What follows belongs to an exercise in optimizing a design on an open flow for small area, a short achievable clock period and few clock cycles per item; a production flow would make more cautious choices. Function was checked by simulation only, so behaviour that the tests miss may differ from the original. Power figures rest on the tool's default switching activity, not on a simulated workload.

==> inputs of v1 <==
Design fifo_slot_dispatcher, start of the top module:
module fifo_slot_dispatcher (
    input  logic              aclk,
    input  logic              aresetn,
    input  logic              cfg_valid,
    output logic              cfg_ready,
    input  logic              cfg_addr,
    input  logic [15:0]       cfg_data,
    input  logic              s_valid,
    output logic              s_ready,
    input  logic              s_cmd,
    input  logic [JOB_W-1:0]  s_job_id,
    input  logic [DUR_W-1:0]  s_duration,
    output logic              m_valid,
    input  logic              m_ready,
    output logic [1:0]        m_kind,
    output logic [JOB_W-1:0]  m_out_job,
    output logic [2:0]        m_slot,
    output logic [TICK_W-1:0] m_wait_ticks,
    output logic [3:0]        m_busy_slots,
    output logic              m_done_res,
    output logic              m_last
);
    logic             iv;
    logic [IN_W-1:0]  idata;
    logic             ipop;
    logic             ordy;
    logic             ovalid;
    logic [OUT_W-1:0] odata;
    assign cfg_ready = 1'b1;
    fsd_inbuf #(
        .W (IN_W)
    ) u_in (
        .aclk    (aclk),
        .aresetn (aresetn),
        .s_valid (s_valid),
        .s_ready (s_ready),
        .s_data  ({s_cmd, s_job_id, s_duration}),
        .o_valid (iv),
        .o_data  (idata),
        .o_pop   (ipop)
    );
  ...
Settings: LEC_CHECK=0, CAP_MARGIN=20, CORE_MARGIN=2, CORE_UTILIZATION=60, CTS_BUF_LIST=sky130_fd_sc_hd__clkbuf_8 sky130_fd_sc_hd__clkbuf_16, CTS_CLUSTER_DIAMETER=60, CTS_CLUSTER_SIZE=30, PLACE_DENSITY=0.7, SLEW_MARGIN=20, SYNTH_MEMORY_MAX_BITS=8192; clock period 10.0 ns.
standard.sh (not shown) runs the stock make flow with config.mk's settings and CLKGATE_MAP_FILE= SYNTH_SCRIPT=/design/flow/synth_recipe.tcl, a recipe that flattens the netlist after the stock synthesis.
==> flow/flow/run.sh <==
#!/bin/bash
set -euo pipefail
bash standard.sh SETUP_SLACK_MARGIN=6.0 finish > standard_flow.log 2>&1
==> v29: changes against v1 <==
--- a/flow/design.v
+++ b/flow/design.v
@@ -48,43 +48,37 @@
     input  logic         s_valid,
     output logic         s_ready,
     input  logic [W-1:0] s_data,
     output logic         o_valid,
     output logic [W-1:0] o_data,
     input  logic         o_pop
 );
     logic         v0_reg, v1_reg;
-    logic         rdy_reg;           
     logic [W-1:0] d0_reg, d1_reg;
     logic         push;
-    assign s_ready = rdy_reg;
-    assign push    = s_valid && rdy_reg;
+    assign s_ready = !v1_reg;
+    assign push    = s_valid && !v1_reg;
     assign o_valid = v0_reg;
     assign o_data  = d0_reg;
     always_ff @(posedge aclk) begin
         if (!aresetn) begin
-            v0_reg  <= 1'b0;
-            v1_reg  <= 1'b0;
-            rdy_reg <= 1'b1;
+            v0_reg <= 1'b0;
+            v1_reg <= 1'b0;
         end else if (o_pop) begin
-            rdy_reg <= 1'b1;
             if (v1_reg) begin
                 v1_reg <= 1'b0;
             end else if (!push) begin
                 v0_reg <= 1'b0;
             end
-        end else begin
-            rdy_reg <= !(push && v0_reg) && !v1_reg;
-            if (push) begin
-                if (v0_reg) begin
-                    v1_reg <= 1'b1;
-                end else begin
-                    v0_reg <= 1'b1;
-                end
+        end else if (push) begin
+            if (v0_reg) begin
+                v1_reg <= 1'b1;
+            end else begin
+                v0_reg <= 1'b1;
             end
         end
     end
     always_ff @(posedge aclk) begin
         if ((o_pop && (v1_reg || push)) || (push && !v0_reg)) begin
             d0_reg <= v1_reg ? d1_reg : s_data;
         end
         if (push && v0_reg && !o_pop) begin
@@ -157,87 +151,69 @@
     logic [QCNT_W-1:0] qcount_reg;
     logic [QENT_W-1:0] hd_reg;           
     logic [QENT_W-1:0] q_rd;
     logic [NS-1:0]     busy_reg;
     logic [NS-1:0]     c1_reg;           
     logic [JOB_W-1:0]  sid_reg [NS];
     logic [DUR_W-1:0]  rem_reg [NS];
     logic              disp_reg;         
-    logic [QCNT_W-1:0] qav_reg;          
     logic              emit_reg;         
-    logic [NS-1:0]     emask_reg;        
-    logic [NS-1:0]     nsh_reg;          
+    logic [NS-1:0]     emask_reg;
+    logic [3:0]        eleft_reg;
+    logic              eend_reg;
     logic [3:0]        bsnap_reg;
-    logic [3:0]        ncomp_reg;        
-    logic              cupd_reg;         
     logic              i_cmd;
     logic [JOB_W-1:0]  i_job;
     logic [DUR_W-1:0]  i_dur;
     assign {i_cmd, i_job, i_dur} = idata;
     logic [JOB_W-1:0]  h_job;
     logic [DUR_W-1:0]  h_dur;
     logic [TICK_W-1:0] h_arr;
     assign {h_job, h_dur, h_arr} = hd_reg;
     function automatic logic [2:0] enc8(input logic [7:0] oh);
         enc8 = '0;
         for (int i = 0; i < 8; i++) begin
             if (oh[i]) enc8 = enc8 | 3'(i);
         end
     endfunction
-    function automatic logic [7:0] sort8(input logic [7:0] v);
-        logic [7:0] a;
-        logic       t;
-        a = v;
-        for (int p = 0; p < 8; p++) begin
-            for (int i = p % 2; i + 1 < 8; i += 2) begin
-                t        = a[i] | a[i+1];
-                a[i+1]   = a[i] & a[i+1];
-                a[i]     = t;
-            end
-        end
-        sort8 = a;
-    endfunction
     function automatic logic [3:0] pop8(input logic [7:0] v);
         pop8 = '0;
         for (int i = 0; i < 8; i++) begin
             pop8 = pop8 + 4'(v[i]);
         end
     endfunction
-    logic [NS-1:0] idle_act, dsel, comp, csel, esel, need_oh, atleast;
+    logic [NS-1:0] idle_act, dsel, comp, csel, esel;
     logic [2:0]    didx, cidx, eidx;
-    logic [3:0]    nbusy;
+    logic [3:0]    ncomp, nbusy;
     logic          qfull, qempty, can_disp, run_ends;
     logic          idle_st, tick_go, do_start, do_commit, do_emit;
     logic          arr_drop, arr_write, arr_ovf, tick_drop;
     always_comb begin
         idle_act = ~busy_reg & act_reg;
         dsel     = idle_act & (~idle_act + 1'b1);
         didx     = enc8(dsel);
         comp     = busy_reg & c1_reg;
         csel     = comp & (~comp + 1'b1);
         cidx     = enc8(csel);
         esel     = emask_reg & (~emask_reg + 1'b1);
         eidx     = enc8(esel);
+        ncomp    = pop8(comp);
         nbusy    = pop8(busy_reg);
-        atleast  = sort8(comp);
-        for (int k = 0; k < NS; k++) begin
-            need_oh[k] = (need_reg == 16'(k + 1));
-        end
         qfull    = qcount_reg[QCNT_W-1];
         qempty   = (qcount_reg == '0);
-        can_disp = (|idle_act) && (disp_reg ? (qav_reg != '0) : !qempty);
-        run_ends = |(need_oh & atleast);
+        can_disp = (|idle_act) && !qempty;
+        run_ends = (need_reg[15:4] == '0) && (ncomp >= need_reg[3:0]) && (ncomp != '0);
         idle_st   = !disp_reg && !emit_reg;
         tick_go   = disp_reg || (idle_st && iv && i_cmd && !done_reg);
         do_start  = tick_go && ordy && can_disp;
         do_commit = tick_go && ordy && !can_disp;
         do_emit   = emit_reg && ordy;
         arr_drop  = iv && !i_cmd && !disp_reg && done_reg;
-        arr_write = iv && !i_cmd && !done_reg && !qfull;
+        arr_write = iv && !i_cmd && !disp_reg && !done_reg && !qfull;
         arr_ovf   = iv && !i_cmd && idle_st && !done_reg && qfull && ordy;
         tick_drop = iv && i_cmd && idle_st && done_reg;
         ipop = arr_drop || arr_write || arr_ovf || tick_drop
             || (idle_st && (do_start || do_commit));
     end
     fsd_ram #(
         .WIDTH (QENT_W),
         .DEPTH (QUEUE_DEPTH)
@@ -252,42 +228,42 @@
     always_comb begin
         ovalid = 1'b0;
         odata  = '0;
         if (arr_ovf) begin
             ovalid = 1'b1;
             odata  = {KIND_OVERFLOW, i_job, 3'd0, 32'd0, 4'd0, 1'b0, 1'b1};
         end else if (do_start) begin
             ovalid = 1'b1;
-            odata  = {KIND_START, h_job, didx, tick_reg + ~h_arr + TICK_W'(!disp_reg),
-                      4'd0, 1'b0, 1'b0};
+            odata  = {KIND_START, h_job, didx, tick_reg - h_arr, 4'd0, 1'b0, 1'b0};
         end else if (do_commit) begin
             ovalid = 1'b1;
-            if (comp != '0) begin
-                odata = {KIND_COMPLETE, sid_reg[cidx], cidx, 32'd0, 4'd0, need_oh[0], 1'b0};
+            if (ncomp != '0) begin
+                odata = {KIND_COMPLETE, sid_reg[cidx], cidx, 32'd0, 4'd0,
+                         run_ends && (need_reg[3:0] == 4'd1), 1'b0};
             end else begin
                 odata = {KIND_SUMMARY, 16'd0, 3'd0, 32'd0, nbusy, 1'b0, 1'b1};
             end
         end else if (do_emit) begin
             ovalid = 1'b1;
-            if (emask_reg != '0) begin
-                odata = {KIND_COMPLETE, sid_reg[eidx], eidx, 32'd0, 4'd0, nsh_reg[0], 1'b0};
+            if (eleft_reg != '0) begin
+                odata = {KIND_COMPLETE, sid_reg[eidx], eidx, 32'd0, 4'd0,
+                         eend_reg && (eleft_reg == 4'd1), 1'b0};
             end else begin
                 odata = {KIND_SUMMARY, 16'd0, 3'd0, 32'd0, bsnap_reg, done_reg, 1'b1};
             end
         end
     end
     always_ff @(posedge aclk) begin
         if (!aresetn) begin
             act_reg     <= '1;
             limit_reg   <= 16'd80;
             cnt_reg     <= '0;
             need_reg    <= 16'd80;
             lim_upd_reg <= 1'b0;
-            cupd_reg    <= 1'b0;
             done_reg    <= 1'b0;
             tick_reg    <= '0;
             tail_reg    <= '0;
             rptr_reg    <= QPTR_W'(1);
             qcount_reg  <= '0;
             busy_reg    <= '0;
             disp_reg    <= 1'b0;
             emit_reg    <= 1'b0;
@@ -300,78 +276,70 @@
                 end else begin
                     limit_reg   <= cfg_data;
                     lim_upd_reg <= 1'b1;
                 end
             end
             if (lim_upd_reg) begin
                 need_reg <= (limit_reg > cnt_reg) ? limit_reg - cnt_reg : 16'd1;
             end
-            cupd_reg <= do_commit && !run_ends;
-            if (cupd_reg) begin
-                need_reg <= need_reg - 16'(ncomp_reg);
-                cnt_reg  <= (17'(cnt_reg) + 17'(ncomp_reg) > 17'hFFFF) ? 16'hFFFF
-                          : cnt_reg + 16'(ncomp_reg);
-            end
             if (arr_write) begin
-                tail_reg <= tail_reg + 1'b1;
-            end
-            if (arr_write && !do_start) begin
+                tail_reg   <= tail_reg + 1'b1;
                 qcount_reg <= qcount_reg + 1'b1;
-            end else if (do_start && !arr_write) begin
-                qcount_reg <= qcount_reg - 1'b1;
-            end
-            if (tick_go && ordy && !disp_reg) begin
-                tick_reg <= tick_reg + 1'b1;
             end
             if (do_start) begin
                 disp_reg   <= 1'b1;
                 busy_reg   <= busy_reg | dsel;
                 rptr_reg   <= rptr_reg + 1'b1;
-                qav_reg    <= (disp_reg ? qav_reg : qcount_reg) - 1'b1;
+                qcount_reg <= qcount_reg - 1'b1;
             end
             if (do_commit) begin
                 disp_reg <= 1'b0;
                 busy_reg <= busy_reg & ~comp;
                 if (run_ends) begin
                     done_reg <= 1'b1;
+                end else begin
+                    tick_reg <= tick_reg + 1'b1;
+                    need_reg <= need_reg - 16'(ncomp);
+                    cnt_reg  <= (17'(cnt_reg) + 17'(ncomp) > 17'hFFFF) ? 16'hFFFF
+                              : cnt_reg + 16'(ncomp);
                 end
-                if (comp != '0) begin
+                if (ncomp != '0) begin
                     emit_reg <= 1'b1;
                 end
             end
-            if (do_emit && emask_reg == '0) begin
+            if (do_emit && eleft_reg == '0) begin
                 emit_reg <= 1'b0;
             end
         end
     end
     always_ff @(posedge aclk) begin
-        if (arr_write && (qempty || (do_start && qcount_reg == QCNT_W'(1)))) begin
+        if (arr_write && qempty) begin
             hd_reg <= {i_job, i_dur, tick_reg};
         end else if (do_start) begin
             hd_reg <= q_rd;
         end
         for (int s = 0; s < NS; s++) begin
             if (do_start && dsel[s]) begin
                 sid_reg[s] <= h_job;
                 rem_reg[s] <= h_dur;
                 c1_reg[s]  <= (h_dur[DUR_W-1:1] == '0);
             end else if (do_commit && busy_reg[s]) begin
                 rem_reg[s] <= rem_reg[s] - 1'b1;
                 c1_reg[s]  <= (rem_reg[s] == DUR_W'(2));
             end
         end
         if (do_commit) begin
             bsnap_reg <= nbusy;
-            ncomp_reg <= pop8(comp);
-            emask_reg <= need_oh[0] ? '0 : comp & ~csel;
-            nsh_reg   <= need_oh >> 1;
-        end else if (do_emit && emask_reg != '0) begin
-            emask_reg <= nsh_reg[0] ? '0 : emask_reg & ~esel;
-            nsh_reg   <= nsh_reg >> 1;
+            eend_reg  <= run_ends;
+            emask_reg <= comp & ~csel;
+            eleft_reg <= (run_ends ? need_reg[3:0] : ncomp) - 1'b1;
+        end else if (do_emit && eleft_reg != '0) begin
+            emask_reg <= emask_reg & ~esel;
+            eleft_reg <= eleft_reg - 1'b1;
         end
     end
 endmodule
 import fsd_pkg::*;
 module fifo_slot_dispatcher (
     input  logic              aclk,
     input  logic              aresetn,
     input  logic              cfg_valid,
==> flow/run.sh (new file) <==
#!/bin/bash
# synth_recipe.tcl (not shown) runs the flow's synth.tcl, then flattens the netlist and writes it again
# the make line also repeats each setting of config.mk as NAME=value (left out here)
make -C /OpenROAD-flow-scripts/flow DESIGN_CONFIG=/design/flow/config.mk WORK_HOME=/design/flow/orfs CLKGATE_MAP_FILE= SYNTH_SCRIPT=/design/flow/synth_recipe.tcl finish
==> flow/config.mk (replaced) <==
export PLATFORM = sky130hd
export DESIGN_NAME = fifo_slot_dispatcher
export DESIGN_NICKNAME = fifo_slot_dispatcher
export VERILOG_FILES = /design/flow/design.v
export SDC_FILE = /design/flow/constraint.sdc
export NUM_CORES = 4
export LEC_CHECK = 0
export CAP_MARGIN = 20
export CORE_MARGIN = 2
export CORE_UTILIZATION = 40
export SLEW_MARGIN = 20
export SYNTH_MEMORY_MAX_BITS = 8192
removed: flow/flow/run.sh
removed: flow/standard.sh
==> qor summary <==
item	v1	v29
Overall Global Routing Usage	46.8%	32.0%
Sequential cell area	160000 um^2	159000 um^2
Layout Cell Area excl Fill	225000 um^2	232000 um^2
Clock buffers	337	673
Synthesized instance count	11700	12000
Switching Fraction	28.6%	21.3%
Status	no timing/DRC/antenna violations	no timing/DRC/antenna violations
Met2 GRT Util	65.5%	47.1%
Count of inverters other than clock inverters in the layout	147	160
Clock buffer and inverter area fraction after layout	5.50%	7.43%
Number of cells traversed by the worst hold path	2	1
Sequential cell area share	71.1%	68.7%
Met3 demand-to-capacity share in global routing	21.0%	10.0%
Number of tapcells	4387	6681
DRT iter0 DRCs	34900	32800
Layout cells sized above 1	11.8%	11.9%
Reg-to-reg startpoint	u_dp.rptr_reg[0]	u_dp.busy_reg[0]
Setup repair after global routing missed its margin	yes	no
Horiz. Die Dim	583 um	714 um
Achievable Freq	0.228 GHz	0.162 GHz
Fraction of synthesized area in multiplexers	0.449%	0.354%
Xor/xnor cell area share of the yosys netlist	1.09%	1.04%
Final Hold Slack	0.467 ns	0.472 ns
Worst Path Arrival	5.10 ns	7.19 ns
Sw power	13.9 mW	9.82 mW
Utilization after layout	67.3%	46.2%
Number of signal-net buffers in the layout	660	655
Testbench counts of v1, summed over its fixed seeds: cycles 17,533, items 12,008.
Testbench counts of v29, summed over its fixed seeds: cycles 19,045, items 12,008.

==> port drivers added, routing unchanged <==
The flow's constraints put no driver on any port. The routed layouts listed below were extracted and timed again, unchanged, in two steps. Step 1 (the two cells are an assumption about what drives the block):
set clk [get_ports {aclk}]
set_driving_cell -lib_cell sky130_fd_sc_hd__clkbuf_16 $clk
set_driving_cell -lib_cell sky130_fd_sc_hd__buf_2 [delete_from_list [all_inputs] $clk]
Step 2, shift: input delay + t, output delay - t, t = (earliest + latest rising clock arrival at the registers) / 2. This alone moves slack from input paths to output paths. Slacks: no drivers / after step 1 / after step 2; pairs: no drivers / after step 1.
run	t (ns)	setup slack, ns	worst setup path after step 2
v1	1.135	5.621 / 5.621 / 5.359	input to register
v29	1.208	3.835 / 3.835 / 3.835	register to register
After both steps every run listed still meets setup and hold. For v1, which loses most, drivers alone change the setup slack by 0.000 ns; drivers and shift together by -0.262 ns.
